This is an optimization exercise on Yosys and OpenROAD, whose aim is small area, a short achievable clock period and few clock cycles per item, not a production implementation. Where RTL was checked, it was by simulation tests only, not by an equivalence proof against the original. Power figures rest on the tool's default switching activity, not on a simulated workload.

==> try-onyx <==
Design eased_overlay_transition_sequencer_core, start of the top module:
module eased_overlay_transition_sequencer_core (
   input  wire                       clock,
   input  wire                       reset,
   input  wire                       req_tvalid,
   output logic                      req_tready,
   input  wire  [15:0]               req_tdata,    
   input  wire  [6:0]                req_tuser,    
   output logic                      rsp_tvalid,
   input  wire                       rsp_tready,
   output logic [eots_pkg::RSP_W-1:0] rsp_tdata,
   input  wire                       csr_write_enable,
   input  wire  [1:0]                csr_index,
   input  wire  [16:0]               csr_wdata
);
   localparam int PW = eots_pkg::PW;
   localparam logic [PW-1:0] ONE = eots_pkg::ONE;
   localparam int DL = 8;
   localparam logic [2:0] T_TICK     = 3'd0;
   localparam logic [2:0] T_CLOSE    = 3'd1;
   localparam logic [2:0] T_OPEN     = 3'd2;
   localparam logic [2:0] T_COMPLETE = 3'd3;
   localparam logic [2:0] T_CANCEL   = 3'd4;
   localparam logic [2:0] T_NOP      = 3'd5;
   localparam logic [2:0] T_EMPTY    = 3'd7;
   localparam logic [2:0] U_KEEP     = 3'd0;    
   localparam logic [2:0] U_OPEN     = 3'd1;    
   localparam logic [2:0] U_CLOSE    = 3'd2;    
   localparam logic [2:0] U_CANCEL   = 3'd3;    
   localparam logic [2:0] U_COMPLETE = 3'd4;    
   localparam logic [2:0] U_TICK     = 3'd5;    
   localparam logic [2:0] U_LAST     = 3'd6;    
   localparam logic [2:0] U_EMPTY    = 3'd7;    
   logic [11:0] scr_w_ff, scr_h_ff;
   logic [16:0] acap_ff;                     
   logic        rsp_valid_ff;
   logic        adv;
   logic        req_fire;
   logic        req_start;
  ...
make LEC_CHECK=0 ABC_CLOCK_PERIOD_IN_PS=3500 CAP_MARGIN=20 CORE_MARGIN=2 CORE_UTILIZATION=40 PLACE_DENSITY=0.6 SETUP_SLACK_MARGIN=4.5 SLEW_MARGIN=20 finish   # period 8.0 ns
run.sh (not shown) runs the stock make flow with config.mk's settings and CLKGATE_MAP_FILE= SYNTH_SCRIPT=/design/flow/synth_recipe.tcl, a recipe that flattens the netlist after the stock synthesis.
==> try-harbor (differences from try-onyx) <==
--- a/flow/design.v
+++ b/flow/design.v
@@ -65,30 +65,54 @@
       logic [17:0] t;
       r2 = {r, 1'b0};
       t  = {1'b0, r2} - {2'b00, d};
       if (!t[17]) div_step = {t[15:0], q[14:0], 1'b1};
       else        div_step = {r2[15:0], q[14:0], 1'b0};
    endfunction
-   logic [31:0] s1, s2, l1, l2;
+   logic [31:0] s1, s2;
+   logic [15:0] l_rem, l_quo;
    always_comb begin
       s1 = div_step(rem, quo, len_q);
       s2 = div_step(s1[31:16], s1[15:0], len_q);
-      l1 = div_step(16'd1, 16'd0, len);
-      l2 = div_step(l1[31:16], l1[15:0], len);
+   end
+   always_comb begin
+      l_rem = 16'd16;
+      l_quo = 16'd0;
+      if (len[15:5] == 11'd0) begin
+         unique case (len[4:0])
+            5'd2:  begin l_quo = 16'd8; l_rem = 16'd0; end
+            5'd3:  begin l_quo = 16'd5; l_rem = 16'd1; end
+            5'd4:  begin l_quo = 16'd4; l_rem = 16'd0; end
+            5'd5:  begin l_quo = 16'd3; l_rem = 16'd1; end
+            5'd6:  begin l_quo = 16'd2; l_rem = 16'd4; end
+            5'd7:  begin l_quo = 16'd2; l_rem = 16'd2; end
+            5'd8:  begin l_quo = 16'd2; l_rem = 16'd0; end
+            5'd9:  begin l_quo = 16'd1; l_rem = 16'd7; end
+            5'd10: begin l_quo = 16'd1; l_rem = 16'd6; end
+            5'd11: begin l_quo = 16'd1; l_rem = 16'd5; end
+            5'd12: begin l_quo = 16'd1; l_rem = 16'd4; end
+            5'd13: begin l_quo = 16'd1; l_rem = 16'd3; end
+            5'd14: begin l_quo = 16'd1; l_rem = 16'd2; end
+            5'd15: begin l_quo = 16'd1; l_rem = 16'd1; end
+            5'd16: begin l_quo = 16'd1; l_rem = 16'd0; end
+            default: begin
+            end
+         endcase
+      end
    end
    always_ff @(posedge clock) begin
       if (start) begin
          len_q <= len;
-         rem   <= l2[31:16];
-         quo   <= l2[15:0];
+         rem   <= l_rem;
+         quo   <= l_quo;
       end else if (cnt_ff != 3'd0) begin
          rem <= s2[31:16];
          quo <= s2[15:0];
       end
       if (reset)      cnt_ff <= 3'd0;
-      else if (start) cnt_ff <= 3'd7;
+      else if (start) cnt_ff <= 3'd6;
       else if (cnt_ff != 3'd0) cnt_ff <= cnt_ff - 3'd1;
    end
 endmodule
 `default_nettype wire
 `default_nettype none
 module eots_sq (
@@ -312,13 +336,14 @@
    assign y = q_sum[30:15];
 endmodule
 module eots_mul (
    input  wire [11:0] a,
    input  wire [15:0] t,
    input  wire        neg,
-   output wire [11:0] s
+   output wire [26:0] ra,
+   output wire [26:0] rb
 );
    wire p_s1 = (a[0] & t[8]) ^ (a[1] & t[7]);
    wire p_c2 = (a[0] & t[8]) & (a[1] & t[7]);
    wire p_s3 = (a[0] & t[9]) ^ (a[1] & t[8]) ^ (a[2] & t[7]);
    wire p_c4 = ((a[0] & t[9]) & (a[1] & t[8])) | ((a[0] & t[9]) & (a[2] & t[7])) | ((a[1] & t[8]) & (a[2] & t[7]));
    wire p_s5 = (a[3] & t[6]) ^ (a[4] & t[5]);
@@ -644,16 +669,14 @@
    wire p_s325 = p_s277 ^ p_c232 ^ p_c276;
    wire p_c326 = (p_s277 & p_c232) | (p_s277 & p_c276) | (p_c232 & p_c276);
    wire p_s327 = p_s279 ^ p_c234 ^ p_c278;
    wire p_c328 = (p_s279 & p_c234) | (p_s279 & p_c278) | (p_c234 & p_c278);
    wire p_s329 = (a[10] & t[15]) ^ (a[11] & t[14]) ^ p_c280;
    wire p_c330 = ((a[10] & t[15]) & (a[11] & t[14])) | ((a[10] & t[15]) & p_c280) | ((a[11] & t[14]) & p_c280);
-   wire [26:0] p_ra = {(a[11] & t[15]), p_s329, p_s327, p_s325, p_s323, p_s321, p_s319, p_s317, p_s315, p_s313, p_s311, p_s309, p_s307, p_s305, p_s303, p_s301, p_s299, p_s297, p_s295, p_s293, p_s291, p_s289, p_s287, p_s285, p_s283, p_s281, (a[0] & t[0])};
-   wire [26:0] p_rb = {p_c330, p_c328, p_c326, p_c324, p_c322, p_c320, p_c318, p_c316, p_c314, p_c312, p_c310, p_c308, p_c306, p_c304, p_c302, p_c300, p_c298, p_c296, p_c294, p_c292, p_c290, p_c288, p_c286, p_c284, p_c282, (neg & a[1]), (neg & a[0])};
-   wire [27:0] p_sum = p_ra + p_rb;
-   assign s = p_sum[27:16];
+   assign ra = {(a[11] & t[15]), p_s329, p_s327, p_s325, p_s323, p_s321, p_s319, p_s317, p_s315, p_s313, p_s311, p_s309, p_s307, p_s305, p_s303, p_s301, p_s299, p_s297, p_s295, p_s293, p_s291, p_s289, p_s287, p_s285, p_s283, p_s281, (a[0] & t[0])};
+   assign rb = {p_c330, p_c328, p_c326, p_c324, p_c322, p_c320, p_c318, p_c316, p_c314, p_c312, p_c310, p_c308, p_c306, p_c304, p_c302, p_c300, p_c298, p_c296, p_c294, p_c292, p_c290, p_c288, p_c286, p_c284, p_c282, (neg & a[1]), (neg & a[0])};
 endmodule
 `default_nettype wire
 `default_nettype none
 module eased_overlay_transition_sequencer_core (
    input  wire                       clock,
    input  wire                       reset,
@@ -667,13 +690,13 @@
    input  wire                       csr_write_enable,
    input  wire  [1:0]                csr_index,
    input  wire  [16:0]               csr_wdata
 );
    localparam int PW = eots_pkg::PW;
    localparam logic [PW-1:0] ONE = eots_pkg::ONE;
-   localparam int DL = 8;
+   localparam int DL = 7;
    localparam logic [2:0] T_TICK     = 3'd0;
    localparam logic [2:0] T_CLOSE    = 3'd1;
    localparam logic [2:0] T_OPEN     = 3'd2;
    localparam logic [2:0] T_COMPLETE = 3'd3;
    localparam logic [2:0] T_CANCEL   = 3'd4;
    localparam logic [2:0] T_NOP      = 3'd5;
@@ -700,28 +723,33 @@
    logic [1:0]  phase_ff;
    logic [3:0]  kind_ff;
    logic [15:0] qinc_ff;      
    logic [15:0] rinc_ff;      
    logic [16:0] rdec_ff;      
    logic        imm_ff;       
-   logic [15:0] q_ff;         
+   logic [14:0] qx_ff;        
+   logic        qh_ff;        
+   logic [15:0] q_cur;
    logic [16:0] e_ff;         
    logic [2:0]  u1_ff;
    logic        open1_ff;
    logic [2:0]  u2_ff;
    logic [3:0]  kind2_ff;
-   logic        useh2_ff;
+   logic [11:0] scr2_ff;      
    logic [15:0] y2_ff;        
    logic        nege2_ff;     
    logic        negf2_ff;     
    logic [2:0]  u3_ff;
    logic [3:0]  kind3_ff;
    logic [15:0] y3_ff;
    logic        nege3_ff;
    logic        negf3_ff;
-   logic [11:0] s3_ff;        
+   logic [10:0] pa3_ff;       
+   logic [10:0] pb3_ff;
+   logic [3:0]  pg3_ff;       
+   logic [3:0]  pp3_ff;
    logic [1:0]  o_phase_ff;
    logic [16:0] o_prog_ff, o_alpha_ff;
    logic [12:0] o_x_ff, o_y_ff;
    logic [11:0] o_w_ff, o_h_ff;
    logic        o_done_ff;
    assign adv        = !rsp_valid_ff || rsp_tready;
@@ -776,20 +804,23 @@
    always_ff @(posedge clock) begin
       if (div_start) nxt_kind_ff <= req_tuser[6:3];
    end
    logic [2:0]  tok;
    logic        active;
    logic        c_step;
+   logic [17:0] q_sum2;
    logic [16:0] q_sum;
    logic        tick_done;
    logic        apply;
    logic [16:0] rdec_new;
    assign tok       = dl_ff[DL-1];
    assign active    = (phase_ff == eots_pkg::PH_OPENING) || (phase_ff == eots_pkg::PH_CLOSING);
    assign c_step    = !e_ff[16];
-   assign q_sum     = {1'b0, q_ff} + {1'b0, qinc_ff} + {16'd0, c_step};
+   assign q_cur     = {qh_ff, qx_ff ^ {15{qh_ff}}};
+   assign q_sum2    = {1'b0, q_cur, 1'b1} + {1'b0, qinc_ff, c_step};
+   assign q_sum     = q_sum2[17:1];
    assign tick_done = imm_ff || q_sum[16];
    assign apply     = adv && ((tok == T_OPEN) || (tok == T_CLOSE));
    assign rdec_new  = {1'b0, div_rem} - {1'b0, div_len};
    always_ff @(posedge clock) begin
       if (reset) nxt_busy_ff <= 1'b0;
       else if (div_start) nxt_busy_ff <= 1'b1;
@@ -845,29 +876,31 @@
       if (adv) begin
          if (tok == T_OPEN || tok == T_CLOSE) begin
             qinc_ff <= div_quo;
             rinc_ff <= div_rem;
             rdec_ff <= rdec_new;
             imm_ff  <= (div_len[15:1] == 15'd0);
-            q_ff    <= 16'd0;
+            qx_ff   <= 15'd0;
+            qh_ff   <= 1'b0;
             e_ff    <= rdec_new;
          end else if (tok == T_TICK && active) begin
-            q_ff <= q_sum[15:0];
+            qx_ff <= tick_done ? 15'd0 : (q_sum[14:0] ^ {15{q_sum[15]}});
+            qh_ff <= q_sum[15] && !tick_done;
             e_ff <= e_ff + (c_step ? rdec_ff : {1'b0, rinc_ff});
          end
       end
    end
    logic        last1;
    logic [14:0] sq_x;
    logic        sq_hi;
    logic        nege;
    logic [15:0] sq_y;
    assign last1 = (u1_ff == U_LAST);
-   assign sq_x  = last1 ? 15'd0 : (q_ff[14:0] ^ {15{q_ff[15]}});
-   assign sq_hi = q_ff[15] && !last1;
-   assign nege  = q_ff[15] || last1;
+   assign sq_x  = qx_ff;
+   assign sq_hi = qh_ff;
+   assign nege  = qh_ff || last1;
    eots_sq u_sq (
       .x  (sq_x),
       .hi (sq_hi),
       .y  (sq_y)
    );
    always_ff @(posedge clock) begin
@@ -879,52 +912,74 @@
          u3_ff <= u2_ff;
       end
    end
    always_ff @(posedge clock) begin
       if (adv) begin
          kind2_ff <= kind_ff;
-         useh2_ff <= (kind_ff == eots_pkg::KIND_SLIDE_U) || (kind_ff == eots_pkg::KIND_SLIDE_D);
+         scr2_ff  <= ((kind_ff == eots_pkg::KIND_SLIDE_U) || (kind_ff == eots_pkg::KIND_SLIDE_D))
+                     ? scr_h_ff : scr_w_ff;
          y2_ff    <= sq_y;
          nege2_ff <= nege;
          negf2_ff <= nege ^ open1_ff;
       end
    end
    logic [11:0] scr_s;
    logic [15:0] mul_t;
    logic [11:0] s_px;
-   assign scr_s = useh2_ff ? scr_h_ff : scr_w_ff;
+   assign scr_s = scr2_ff;
    assign mul_t = y2_ff ^ {16{negf2_ff}};
+   logic [26:0] mul_ra, mul_rb;
+   logic [3:0]  mul_g, mul_p;
    eots_mul u_mul (
       .a   (scr_s),
       .t   (mul_t),
       .neg (negf2_ff),
-      .s   (s_px)
+      .ra  (mul_ra),
+      .rb  (mul_rb)
    );
+   always_comb begin
+      for (int g = 0; g < 4; g++) begin
+         logic [4:0] ns;
+         ns       = {1'b0, mul_ra[4*g +: 4]} + {1'b0, mul_rb[4*g +: 4]};
+         mul_g[g] = ns[4];
+         mul_p[g] = (ns[3:0] == 4'hF);
+      end
+   end
    always_ff @(posedge clock) begin
       if (adv) begin
          kind3_ff <= kind2_ff;
          y3_ff    <= y2_ff;
          nege3_ff <= nege2_ff;
          negf3_ff <= negf2_ff;
-         s3_ff    <= s_px;
+         pa3_ff   <= mul_ra[26:16];
+         pb3_ff   <= mul_rb[26:16];
+         pg3_ff   <= mul_g;
+         pp3_ff   <= mul_p;
       end
    end
+   logic        c16;
+   logic [11:0] s3;
+   assign c16 = pg3_ff[3] || (pp3_ff[3] && (pg3_ff[2] || (pp3_ff[2] && (pg3_ff[1] ||
+                (pp3_ff[1] && pg3_ff[0])))));
+   assign s3  = 12'({1'b0, pa3_ff} + {1'b0, pb3_ff} + {11'd0, c16});
    logic [16:0] y_ext, y_cmp, eased, eff;
    logic        s_neg;
    logic [11:0] scr_s3;
    logic [12:0] diff;
+   logic [13:0] diff2;
    logic        tick3;
    always_comb begin
       y_ext  = {1'b0, y3_ff};
       y_cmp  = ONE - y_ext;
       eased  = nege3_ff ? y_cmp : y_ext;
       eff    = negf3_ff ? y_cmp : y_ext;
       s_neg  = (kind3_ff == eots_pkg::KIND_SLIDE_L) || (kind3_ff == eots_pkg::KIND_SLIDE_U);
       scr_s3 = ((kind3_ff == eots_pkg::KIND_SLIDE_U) || (kind3_ff == eots_pkg::KIND_SLIDE_D))
                ? scr_h_ff : scr_w_ff;
-      diff   = s_neg ? 13'(s3_ff) - 13'(scr_s3) : 13'(scr_s3) - 13'(s3_ff);
+      diff2  = {13'(s3) ^ {13{!s_neg}}, 1'b1} + {13'(scr_s3) ^ {13{s_neg}}, 1'b1};
+      diff   = diff2[13:1];
       tick3  = (u3_ff == U_TICK) || (u3_ff == U_LAST);
    end
    always_ff @(posedge clock) begin
       if (reset) begin
          rsp_valid_ff <= 1'b0;
          o_phase_ff   <= eots_pkg::PH_IDLE;
@@ -968,13 +1023,13 @@
                eots_pkg::KIND_SLIDE_U, eots_pkg::KIND_SLIDE_D: begin
                   o_x_ff     <= 13'd0;
                   o_y_ff     <= diff;
                   o_alpha_ff <= acap_ff;
                end
                eots_pkg::KIND_WIPE_L, eots_pkg::KIND_WIPE_R: begin
-                  o_w_ff     <= s3_ff;
+                  o_w_ff     <= s3;
                   o_h_ff     <= scr_h_ff;
                   o_x_ff     <= (kind3_ff == eots_pkg::KIND_WIPE_R) ? diff : 13'd0;
                   o_y_ff     <= 13'd0;
                   o_alpha_ff <= acap_ff;
                end
                default: begin
==> flow/flow/run.sh (new file) <==
#!/bin/bash
# The standard layout, with the port buffers made of the smallest buffer cell.
set -euo pipefail
export BUFFER_PORTS_ARGS="-buffer_cell sky130_fd_sc_hd__buf_1"
bash standard.sh > standard.log 2>&1
==> flow/standard.sh (new file) <==
#!/bin/bash
# synth_recipe.tcl (not shown) runs the flow's synth.tcl, then flattens the netlist and writes it again
# the make line also repeats each setting of config.mk as NAME=value (left out here)
make -C /OpenROAD-flow-scripts/flow DESIGN_CONFIG=/design/flow/config.mk WORK_HOME=/design/flow/orfs CLKGATE_MAP_FILE= SYNTH_SCRIPT=/design/flow/synth_recipe.tcl "${@:-finish}"
ABC_CLOCK_PERIOD_IN_PS = default   (was 3500)
CORE_UTILIZATION = 60   (was 40)
CTS_BUF_LIST = sky130_fd_sc_hd__clkbuf_8   (was default)
CTS_CLUSTER_DIAMETER = 60   (was default)
CTS_CLUSTER_SIZE = 14   (was default)
PLACE_DENSITY = 0.75   (was 0.6)
SETUP_SLACK_MARGIN = 3.35   (was 4.5)
removed: flow/run.sh
==> try-garnet (differences from try-onyx) <==
ABC_CLOCK_PERIOD_IN_PS = 4500   (was 3500)
SETUP_SLACK_MARGIN = 3.5   (was 4.5)
==> summary.txt <==
Place
  • Final HPWL DP: 54100 microns

Cells and area
  • Multi-input combinational area share: 56.7%

Die
  • # Taps: 664

Setup path
  • Reg2Reg Capture Point: pg3_ff[3]
  • Reg2Reg Depth: 15

Global routing
  • GRT Total Usage: 29.3%

Power and ir drop
  • Logic gate share of total power: 60.1%

Status
  • Status: finished clean

Drt
  • Routed length on met3: 4250 microns
Source of the figures above: try-harbor

==> summary.txt <==
Status
  • Status: finished clean

Setup path
  • Reg2Reg Depth: 22
  • Reg2Reg Capture Point: s3_ff[10]

Drt
  • Routed length on met3: a little over 4000 microns

Global routing
  • GRT Total Usage: 21.5%

Power and ir drop
  • Logic gate share of total power: around 65%

CTS
  • CTS max path bufs: 3
Source of the figures above: try-garnet

==> summary.txt <==
Status
  • Status: finished clean

Place
  • Final HPWL DP: 58300 microns

Setup path
  • Reg2Reg Depth: 22

Cells and area
  • Multi-input combinational area share: a little over half

Drt
  • Routed length on met3: 4240 microns

Die
  • # Taps: about 960
Source of the figures above: try-onyx

Testbench counts of try-harbor, summed over its fixed seeds: cycles 7,468, items 7,142.
For try-onyx and try-garnet, only the layout was checked, not whether the RTL still works.

[afterwards: timing with drivers on the ports]
The results above use ideal ports. As a check the final layouts listed here were re-extracted and re-timed, cells and wires unchanged. Step 1 (the two cells are an assumption about what drives the block):
set clk [get_ports {clock}]
set_driving_cell -lib_cell sky130_fd_sc_hd__clkbuf_16 $clk
set_driving_cell -lib_cell sky130_fd_sc_hd__buf_2 [delete_from_list [all_inputs] $clk]
Step 2 moves the port delays by t, midway between the first and last clock arrival at a register: inputs arrive t later, outputs are due t later. That takes back most of the time a late clock gives input paths. a / b / c = no drivers / after step 1 / after step 2; a / b = the first two.
run	t (ns)	setup WS [ns]	latest minus earliest clock arrival (ns)	slew at the worst register clock pin (ns)
try-onyx	0.609	1.816 / 1.816 / 1.816	0.012 / 0.012	0.06 / 0.06
try-harbor	0.707	3.144 / 3.144 / 3.144	0.042 / 0.042	0.10 / 0.10
try-garnet	0.612	1.811 / 1.811 / 1.811	0.022 / 0.022	0.07 / 0.07
After both steps setup and hold are still met in every run listed.
